This design comes from an exercise in tuning for small area and a short achievable clock period on the open sky130 flow, not from production work.
Where RTL was checked, it was by simulation tests only, not by an equivalence proof against the original.
Function not checked in run 2: the RTL went through the layout flow alone.
Power figures rest on the tool's default switching activity, not on a simulated workload.

[flow/flow/run.sh]
#!/bin/bash
# Own layout flow: the standard synthesis unchanged, then the standard ORFS layout with
# a few placement/optimisation options changed:
#  - cell-footprint matching off, so repair may swap e.g. a delay buffer for a plain buffer;
#  - port buffers are plain buffers (sky130_fd_sc_hd__buf_2) instead of the default pick;
#  - clock tree synthesis without dummy loads.
# Each step's output goes to a log file of its own here; ORFS's own per-step logs are
# under orfs/logs/.
set -uo pipefail
bash standard.sh synth > synth.log 2>&1 || exit 1
bash standard.sh \
    MATCH_CELL_FOOTPRINT=0 \
    "BUFFER_PORTS_ARGS=-buffer_cell sky130_fd_sc_hd__buf_2" \
    "CTS_ARGS=-sink_clustering_enable -repair_clock_nets -dont_use_dummy_load -sink_clustering_size 20 -sink_clustering_max_diameter 70" \
    finish > layout.log 2>&1 || exit 1
[flow/standard.sh]
#!/bin/bash
# synth_recipe.tcl (not shown) runs the flow's synth.tcl, then flattens the netlist and writes it again
# the make line also repeats each setting of config.mk as NAME=value (left out here)
make -C /OpenROAD-flow-scripts/flow DESIGN_CONFIG=/design/flow/config.mk WORK_HOME=/design/flow/orfs CLKGATE_MAP_FILE= SYNTH_SCRIPT=/design/flow/synth_recipe.tcl "${@:-finish}"
[flow/config.mk]
export PLATFORM = sky130hd
export DESIGN_NAME = reg_file
export DESIGN_NICKNAME = reg_file
export VERILOG_FILES = /design/flow/design.v
export SDC_FILE = /design/flow/constraint.sdc
export NUM_CORES = 4
export LEC_CHECK = 0
export CAP_MARGIN = 20
export CORE_MARGIN = 2
export CORE_UTILIZATION = 40
export PLACE_DENSITY = 0.5
export SETUP_SLACK_MARGIN = 1.2
export SLEW_MARGIN = 20
export SYNTH_HIERARCHICAL = 1
[flow/constraint.sdc]
create_clock -name core_clock -period 6.5 [get_ports {clk}]
set_input_delay 1.3000 -clock core_clock [delete_from_list [all_inputs] [get_ports {clk}]]
set_output_delay 1.3000 -clock core_clock [all_outputs]
set_load 0.01 [all_outputs]
[flow/design.v]
module rf_bit_next (
    input  logic en,
    input  logic en_n,
    input  logic d,
    input  logic q,
    output logic nq
);
    assign nq = (en & d) | (en_n & q);
endmodule
module rf_o211a (
    input  logic lo_n, hi_n, lo, hi,
    output logic y
);
    assign y = (lo_n | hi_n) & lo & hi;
endmodule
module rf_nor2 (
    input  logic a, b,
    output logic y
);
    assign y = !(a | b);
endmodule
module rf_nand2 (
    input  logic a, b,
    output logic y
);
    assign y = !(a & b);
endmodule
module rf_nand4 (
    input  logic a, b, c, d,
    output logic y
);
    assign y = !(a & b & c & d);
endmodule
module rf_nand3 (
    input  logic a, b, c,
    output logic y
);
    assign y = !(a & b & c);
endmodule
module rf_read_grp8 (
    input  logic [7:0] sel,
    input  logic [7:0] d,
    output logic       y
);
    assign y = |(sel & d);
endmodule
module rf_read_bit (
    input  logic [31:0] sel,
    input  logic [31:0] d,
    output logic        y
);
    logic [3:0] u;
    logic [1:0] v;
    for (genvar k = 0; k < 4; k++) begin : g_grp
        rf_read_grp8 u_g (.sel(sel[8*k +: 8]), .d(d[8*k +: 8]), .y(u[k]));
    end
    rf_nor2  u_v0 (.a(u[0]), .b(u[1]), .y(v[0]));
    rf_nor2  u_v1 (.a(u[2]), .b(u[3]), .y(v[1]));
    rf_nand2 u_y  (.a(v[0]), .b(v[1]), .y(y));
endmodule
module rf_read_dec (
    input  logic [4:0]  a,
    input  logic [4:0]  wa,
    input  logic        we,
    input  logic [7:0]  wlo_n,
    input  logic [3:0]  whi_n,
    output logic [31:0] sel
);
    logic [7:0] lo;
    logic [3:0] hi;
    always_comb begin
        for (int j = 0; j < 8; j++) lo[j] = (a[2:0] == 3'(j));
        for (int k = 0; k < 4; k++) hi[k] = (a[4:3] == 2'(k));
    end
    assign sel[0] = we && (wa == a) && (a != 5'd0);
    for (genvar i = 1; i < 32; i++) begin : g_sel
        rf_o211a u_sel (
            .lo_n(wlo_n[i % 8]),
            .hi_n(whi_n[i / 8]),
            .lo  (lo[i % 8]),
            .hi  (hi[i / 8]),
            .y   (sel[i])
        );
    end
endmodule
module reg_file #(
    parameter int DATA_W = 32,
    parameter int ADDR_W = 5
) (
    input  logic              clk,
    input  logic              rst_n,
    input  logic              RegWrite,
    input  logic [ADDR_W-1:0] WriteReg,
    input  logic [DATA_W-1:0] WriteData,
    input  logic [ADDR_W-1:0] ReadReg1,
    input  logic [ADDR_W-1:0] ReadReg2,
    output logic [DATA_W-1:0] ReadData1,
    output logic [DATA_W-1:0] ReadData2,
    input  logic [ADDR_W-1:0] DbgReg,
    output logic [DATA_W-1:0] DbgData
);
    localparam int DEPTH = 2 ** ADDR_W;
    logic [DEPTH-1:1][DATA_W-1:0] regs;
    logic [DEPTH-1:1][DATA_W-1:0] regs_nxt;
    logic [DEPTH-1:1]             wen;      
    logic [DEPTH-1:1]             wen_n;
    logic [DATA_W-1:0]            wdata;    
    logic                         we;       
    logic [7:0]                   wlo_n;
    logic [3:0]                   whi_n;
    always_comb begin
        we = rst_n && RegWrite;
        for (int i = 1; i < DEPTH; i++) begin
            wen[i]   = !rst_n || (RegWrite && (WriteReg == ADDR_W'(i)));
            wen_n[i] = !wen[i];
        end
        wdata = rst_n ? WriteData : '0;
    end
    logic [4:0] wa_n;
    assign wa_n = ~WriteReg;
    for (genvar j = 0; j < 8; j++) begin : g_wlo
        rf_nand3 u_wlo (
            .a(((j / 4) % 2) == 1 ? WriteReg[2] : wa_n[2]),
            .b(((j / 2) % 2) == 1 ? WriteReg[1] : wa_n[1]),
            .c((j % 2) == 1 ? WriteReg[0] : wa_n[0]),
            .y(wlo_n[j])
        );
    end
    for (genvar k = 0; k < 4; k++) begin : g_whi
        rf_nand4 u_whi (
            .a(rst_n),
            .b(RegWrite),
            .c((k / 2) == 1 ? WriteReg[4] : wa_n[4]),
            .d((k % 2) == 1 ? WriteReg[3] : wa_n[3]),
            .y(whi_n[k])
        );
    end
    for (genvar i = 1; i < DEPTH; i++) begin : g_reg
        for (genvar b = 0; b < DATA_W; b++) begin : g_bit
            rf_bit_next u_nxt (
                .en  (wen[i]),
                .en_n(wen_n[i]),
                .d   (wdata[b]),
                .q   (regs[i][b]),
                .nq  (regs_nxt[i][b])
            );
        end
    end
    always_ff @(posedge clk) begin
        regs <= regs_nxt;
    end
    logic [2:0][ADDR_W-1:0] raddr;
    logic [2:0][DEPTH-1:0]  rsel;
    logic [2:0][DATA_W-1:0] rdata;
    assign raddr = {DbgReg, ReadReg2, ReadReg1};
    for (genvar p = 0; p < 3; p++) begin : g_port
        rf_read_dec u_dec (
            .a    (raddr[p]),
            .wa   (WriteReg),
            .we   (we),
            .wlo_n(wlo_n),
            .whi_n(whi_n),
            .sel  (rsel[p])
        );
        for (genvar b = 0; b < DATA_W; b++) begin : g_bit
            logic [DEPTH-1:0] col;
            assign col[0] = WriteData[b];
            for (genvar i = 1; i < DEPTH; i++) begin : g_col
                assign col[i] = regs[i][b];
            end
            rf_read_bit u_rd (
                .sel(rsel[p]),
                .d  (col),
                .y  (rdata[p][b])
            );
        end
    end
    assign ReadData1 = rdata[0];
    assign ReadData2 = rdata[1];
    assign DbgData   = rdata[2];
endmodule
==> results.sh, run 1 <==
export IMPL_status="complete, no violations"
export IMPL_synth_area_leaders="dfxtp_1 (43%), a22oi_1 (25%), a22o_1 (19%), nand4_1 (5.3%), o211a_1 (2.0%)"
export IMPL_final_layout_size_suffix_gt1_share_pct=14.38
export IMPL_rsz0062_at_grt="yes"
export IMPL_fin_nets=5010
export IMPL_crit_start="ReadReg1[4]"
export IMPL_yosys_top_cells_count="a22oi_1 (1536), a22o_1 (992), dfxtp_1 (992)"
export IMPL_placementRows=124
export IMPL_largest_reg_flops=992
export IMPL_largestRegisters="regs: 992 flops"
export IMPL_ys_types=29
export IMPL_yosysWarnings=8
export IMPL_crit_fanout=19
export IMPL_coreArea_mm2=0.1142
export IMPL_clockBufferDepth=3
export IMPL_clockRootBuffer="clkbuf_16"
export IMPL_tns_ns=0
export IMPL_wirelength_um=290300
export IMPL_finalCriticalPeriod_ns=5.471
export IMPL_power_leakage_nw=19.49
export IMPL_clk_latency_ns=0.71
export IMPL_hold_worst_slack_ns=0.5279
export IMPL_die_width_um=343.0
export IMPL_syn_avg_cell_area_um2=10.21
export IMPL_top_register="regs"
export IMPL_grt_max_degree=47
export IMPL_finalHoldViolCount=0
export IMPL_synth_edff_count=0
export IMPL_yosysMostFrequentCell="a22oi_1"
export IMPL_wire_per_inst_um=44.79
export IMPL_crit_path_start_kind="input port"
export IMPL_syn_area_mm2=0.04596
export IMPL_synth_flop_cell="dfxtp_1"
export IMPL_final_util_pct=47.12
export IMPL_dieArea_mm2=0.1176
export IMPL_area_growth_synth_to_final_pct=17.09
export IMPL_cts_max_level=3
export IMPL_antenna_found_initial=28
export IMPL_ioPinCount=151
export IMPL_clock_sinks=992
export IMPL_finalSetupViolCount=0
export IMPL_slew_headroom_pct=21.26
export IMPL_p_per_area_mw_per_mm2=257.7
export IMPL_start_util_pct=40.25
export IMPL_synthesis_instances=4501
export IMPL_worst_slew_pin_slew_ns=1.181
export IMPL_cts_made_buffers=78
export IMPL_numPortBuffers=150
export IMPL_ctsHoldBuffers=0
export IMPL_cts_tree="yes"
export IMPL_grt_overflow=0
export IMPL_ir_drop_uv=178.7
export IMPL_setup_ws_ns=1.029
export IMPL_synth_top_area_cell="dfxtp_1"
export IMPL_yosys_area_top_type_share_pct=43.21
export IMPL_min_period_over_period_pct=84.17
export IMPL_gp_congestion=0.9981
export IMPL_antenna_left=0
export IMPL_first_global_vias=47430
export IMPL_drc=0
export IMPL_r2r_start="regs[543]$_DFF_P_"
export IMPL_drtIter0Drc=9780
export IMPL_path_clk_slew_ns=0.05
export IMPL_grt_pass1_wl_um=391100
export IMPL_cap_violations=0
export IMPL_ys_ff_latch=992
export IMPL_syn_nets=4556
export IMPL_post_dp_hpwl_um=178000
export IMPL_critPathKind="in -> out"
export IMPL_endpoint_kind="primary output"
export IMPL_hp_class="reg -> reg"
export IMPL_track_usage_pct=46.76
export IMPL_vias=52990
export IMPL_dpl_worst_slack_ns=0.7008
export IMPL_synthArstFlopShare_pct=0
export IMPL_hp_start="regs[530]$_DFF_P_"
export IMPL_crit_arrival_ns=4.17
export IMPL_drv_slew=0
export IMPL_fin_skew_ns=0
export IMPL_required_ns=5.20
export IMPL_fmax_mhz=182.8
export IMPL_viasPerCell=8.177
export IMPL_seq_area_frac_synth_pct=43.21
export IMPL_first_pass_iters=9
export IMPL_p_total_mw=13.86
export IMPL_die_y_um=343.0
what timing repair did:
| item | in CTS | in global routing |
|---|---|---|
| endpoints found under the setup margin | 95 | 95 |
| pin swaps | 1 | 11 |
| setup buffers | 2 | 25 |
| cloned | 0 | 1 |
| gates resized for setup | 112 | 77 |
power by group:
group | switching (mW) | total, mW | internal (mW)
combinational | 1.49 | 2.19 | 0.706
sequential | 0.580 | 7.18 | 6.60
clock | 2.37 | 4.49 | 2.12
total | 4.44 | 13.9 | 9.42
modules after synthesis (local to each module, per instance), excerpt:
module        area, um^2  cells inside  flops+latches  copies in the design
rf_read_dec        201.4            24              0                     3
rf_nand4           6.256             1              0                     4
rf_read_grp8       36.28             5              0                   384
reg_file           20650          1124            992                     1
rf_bit_next        8.758             1              0                   992
rf_o211a           10.01             1              0                    93
rf_nand3           5.005             1              0                     8
rf_nand2           3.754             1              0                    96
rf_nor2            3.754             1              0                   192
cell families after synthesis:
group,after synthesis,share of synthesized area [%]
compound gates,2686,46.95
xor+xnor,15,0.3839
buf+inv,30,0.3921
flops,992,43.21
simple gates,778,9.063
through the flow:
| step | cells | cell area, um^2 |
|---|---|---|
| floorplan | 4501 | 45960 |
| global placement | 6359 | 50560 |
| detailed placement | 6359 | 50570 |
| CTS | 6439 | 53160 |
| global route | 6466 | 53770 |
| finish | 6481 | 53810 |
placed cells by master, fill, tap and decap left out, drive strengths merged:
master,count
a22oi,1536
a22o,992
dfxtp,992
buf,393
nand4,392
nor2,198
nand2,104
o211a,94
clkbuf,83
and2,36
o21ai,31
o21a,31
diode,16
xnor2,15
nor3b,9
nand3,8
and3b,6
nor2b,6
nand2b,4
clkinvlp,3
nand4bb,3
nand4b,3
nor3,3
and3,3
a211oi,3
inv,2
or2,2
or4b,1
worst max-delay path, cell delays in order:
cell,delay [ns]
buf_2,0.21
and2_1,0.81
o211a_4,0.67
buf_4,0.40
a22oi_1,0.11
nand4_1,0.24
nor2_1,0.15
nand2_1,0.11
buf_2,0.14
final timing paths:
path                                     endpoint  slack (ns)  cells past startpoint
worst max-delay path                 ReadData1[8]        1.03                      9
worst min-delay path            regs[530]$_DFF_P_        0.53                      1
worst max register to register  regs[543]$_DFF_P_        5.75                      1
worst min register to register  regs[530]$_DFF_P_        0.53                      1
per-layer routing:
| metal | global-route usage, % | part of all wire (%) | vias up |
|---|---|---|---|
| met3 | 20.19 | 16 | 1288 |
| li1 | - | - | 20670 |
| met2 | 64.90 | 39 | 5307 |
| met1 | 59.94 | 37 | 25700 |
| met4 | 27.01 | 7.5 | 31 |
| met5 | 0 | 0.099 | - |
layout make-up:
| cell class | count | area [um^2] |
|---|---|---|
| Antenna cell | 16 | 40.04 |
| Clock buffer | 78 | 1952 |
| Fill cell | 10890 | 60380 |
| Inverter | 5 | 30.03 |
| Multi-Input combinational cell | 3480 | 27290 |
| Sequential cell | 992 | 19860 |
| Tap cell | 1512 | 1892 |
| Timing Repair Buffer | 398 | 2741 |
==> inputs of run 2 (changes only) <==
--- a/flow/design.v
+++ b/flow/design.v
@@ -32,8 +32,2 @@
     assign y = !(a & b & c & d);
-endmodule
-module rf_nand3 (
-    input  logic a, b, c,
-    output logic y
-);
-    assign y = !(a & b & c);
 endmodule
@@ -116,14 +110,7 @@
         end
+        for (int j = 0; j < 8; j++) wlo_n[j] = !(WriteReg[2:0] == 3'(j));
         wdata = rst_n ? WriteData : '0;
     end
-    logic [4:0] wa_n;
-    assign wa_n = ~WriteReg;
-    for (genvar j = 0; j < 8; j++) begin : g_wlo
-        rf_nand3 u_wlo (
-            .a(((j / 4) % 2) == 1 ? WriteReg[2] : wa_n[2]),
-            .b(((j / 2) % 2) == 1 ? WriteReg[1] : wa_n[1]),
-            .c((j % 2) == 1 ? WriteReg[0] : wa_n[0]),
-            .y(wlo_n[j])
-        );
-    end
+    logic [4:3] wa_n;
+    assign wa_n = ~WriteReg[4:3];
     for (genvar k = 0; k < 4; k++) begin : g_whi
--- a/flow/flow/run.sh
+++ b/flow/flow/run.sh
@@ -5,3 +5,4 @@
 #  - port buffers are plain buffers (sky130_fd_sc_hd__buf_2) instead of the default pick;
-#  - clock tree synthesis without dummy loads.
+#  - clock tree synthesis without dummy loads, with smaller clock buffers;
+#  - global routing reserves more of met1/met2 (flow/fastroute.tcl).
 # Each step's output goes to a log file of its own here; ORFS's own per-step logs are
@@ -9,2 +10,3 @@
 set -uo pipefail
+HERE=$(pwd)
 bash standard.sh synth > synth.log 2>&1 || exit 1
@@ -13,3 +15,4 @@
     "BUFFER_PORTS_ARGS=-buffer_cell sky130_fd_sc_hd__buf_2" \
-    "CTS_ARGS=-sink_clustering_enable -repair_clock_nets -dont_use_dummy_load -sink_clustering_size 20 -sink_clustering_max_diameter 70" \
+    "CTS_ARGS=-sink_clustering_enable -repair_clock_nets -dont_use_dummy_load -buf_list {sky130_fd_sc_hd__clkbuf_4 sky130_fd_sc_hd__clkbuf_8}" \
+    "FASTROUTE_TCL=$HERE/flow/fastroute.tcl" \
     finish > layout.log 2>&1 || exit 1
==> flow/flow/fastroute.tcl (new file) <==
# Global-routing capacity: reserve more of met1/met2 (used by cell pins and rails) so that
# global routing moves more wiring to the upper layers.
set_global_routing_layer_adjustment met1 0.5
set_global_routing_layer_adjustment met2 0.35
set_global_routing_layer_adjustment met3-$::env(MAX_ROUTING_LAYER) 0.2

set_routing_layers -clock $::env(MIN_CLK_ROUTING_LAYER)-$::env(MAX_ROUTING_LAYER)
set_routing_layers -signal $::env(MIN_ROUTING_LAYER)-$::env(MAX_ROUTING_LAYER)
--- a/flow/config.mk
+++ b/flow/config.mk
@@ -8,2 +8,4 @@
 export CAP_MARGIN = 20
+export CELL_PAD_IN_SITES_DETAIL_PLACEMENT = 1
+export CELL_PAD_IN_SITES_GLOBAL_PLACEMENT = 1
 export CORE_MARGIN = 2
@@ -11,3 +13,3 @@
 export PLACE_DENSITY = 0.5
-export SETUP_SLACK_MARGIN = 1.2
+export SETUP_SLACK_MARGIN = 2.0
 export SLEW_MARGIN = 20
==> run 2 against run 1 <==
  * The run now fails in global routing
  * Area after synthesis barely moved
  * Synthesized cell count is essentially flat
==> results.sh, run 2 <==
export IMPL_track_usage_pct=74.39
export IMPL_yosys_top_cells_count="a22oi_1 (1536), a22o_1 (992), dfxtp_1 (992)"
export IMPL_dpl_instance_area_mm2=0.05063
export IMPL_numPortBuffers=150
export IMPL_status="did not finish"
export IMPL_ioPinCount=151
export IMPL_clock_sinks=992
export IMPL_gp_congestion=1.008
export IMPL_post_dp_hpwl_um=176000
export IMPL_synth_top_area_cell="dfxtp_1"
export IMPL_yosysWarnings=8
export IMPL_die_width_um=343.1
export IMPL_cts_max_level=4
export IMPL_yosysMostFrequentCell="a22oi_1"
export IMPL_placementRows=124
export IMPL_die_y_um=343.1
export IMPL_clockBufferDepth=3
export IMPL_cts_made_buffers=180
export IMPL_syn_avg_cell_area_um2=10.21
export IMPL_error="[ERROR GRT-0232] Routing congestion too high. Check the congestion heatmap in the GUI."
export IMPL_dpl_worst_slack_ns=0.5917
export IMPL_ys_ff_latch=992
export IMPL_yosys_area_top_type_share_pct=43.17
export IMPL_syn_nets=4558
export IMPL_syn_area_mm2=0.04600
export IMPL_grt_overflow=2
export IMPL_synth_edff_count=0
export IMPL_ys_types=37
export IMPL_synthArstFlopShare_pct=0
export IMPL_haltStage="global routing"
export IMPL_synthesis_instances=4503
export IMPL_start_util_pct=40.28
export IMPL_clockRootBuffer="clkbuf_8"
export IMPL_place_inst=6358
export IMPL_synth_area_leaders="dfxtp_1 (43%), a22oi_1 (25%), a22o_1 (19%), nand4_1 (5.3%), o211a_1 (2.0%)"
export IMPL_seq_area_frac_synth_pct=43.17
export IMPL_synth_flop_cell="dfxtp_1"
export IMPL_grt_max_degree=50
## run 2: cell types whose count changed after synthesis, sizes merged, moves of 2 or more
| cell | before | now |
|---|---|---|
| or2 | 2 | 5 |
| nand3b | 0 | 2 |
| buf | 9 | 12 |
| or2b | 0 | 2 |
| nand2b | 4 | 2 |
| inv | 5 | 2 |
| nand3 | 8 | 1 |
## run 2: worst max path at each step
stage,from,to,cells past startpoint
2_1_floorplan,WriteReg[3],DbgData[0],8
3_3_place_gp,rst_n,ReadData2[22],11
3_5_place_dp,rst_n,ReadData2[22],11
4_1_cts,WriteReg[1],ReadData2[6],10
## run 2: cells by family after synthesis
family / synth area share [%]
compound gates: 46.91
xor+xnor: 0.3835
buf+inv: 0.4271
flops: 43.17
simple gates: 9.110
## run 2: what timing repair did
action | in CTS
setup endpoints to repair | 96
setup buffers | 313
gates resized for setup | 860
hold endpoints to repair | 0
pin swaps | 406
hold buffers | 0
cloned | 86
## run 2: Yosys stat by module (local to each module, per instance), excerpt
module / flip-flops and latches / cell area [um^2] / copies in the design / cells inside
reg_file: 992 / 20730 / 1 / 1134
rf_nor2: 0 / 3.754 / 192 / 1
rf_read_dec: 0 / 201.4 / 3 / 24
rf_bit_next: 0 / 8.758 / 992 / 1
rf_o211a: 0 / 10.01 / 93 / 1
rf_nand2: 0 / 3.754 / 96 / 1
rf_read_grp8: 0 / 36.28 / 384 / 5
rf_nand4: 0 / 6.256 / 4 / 1
## run 2: per-layer routing
layer	GRT overflow	track usage, %
met1	1	81.18
met2	0	85.08
met3	0	66.96
met4	1	64.62
met5	0	40.42
## run 2: power groups by stage
stage	combinational, mW	sequential (mW)	clock (mW)
floorplan	1.05	7.12	0
global placement	1.99	7.26	0
detailed placement	2.03	7.27	0
CTS	2.43	7.18	5.01

-- afterwards: timing with drivers on the ports --
How much do the figures lean on ideal ports? The routed layout below was timed once more, with nothing changed but the port constraints. Step 1, drivers: a clkbuf_16 drives clk and a buf_2 each remaining input, both assumed. Step 2 times the ports against the registers' clock, not the clock port: input delays grow and output delays shrink by t, the midpoint of the rising clock arrivals with the driver on. Three values: no drivers, after step 1, after step 2; two values: the first two.
run: run 1
t, ns: 0.762
slack for setup (ns): 1.029 / 0.818 / 0.818
worst register clock-pin slew, ns: 0.09 / 0.09
After both steps setup and hold are still met in run 1. The setup slack of run 1 moves by -0.211 ns with the drivers and by -0.211 ns with both steps.
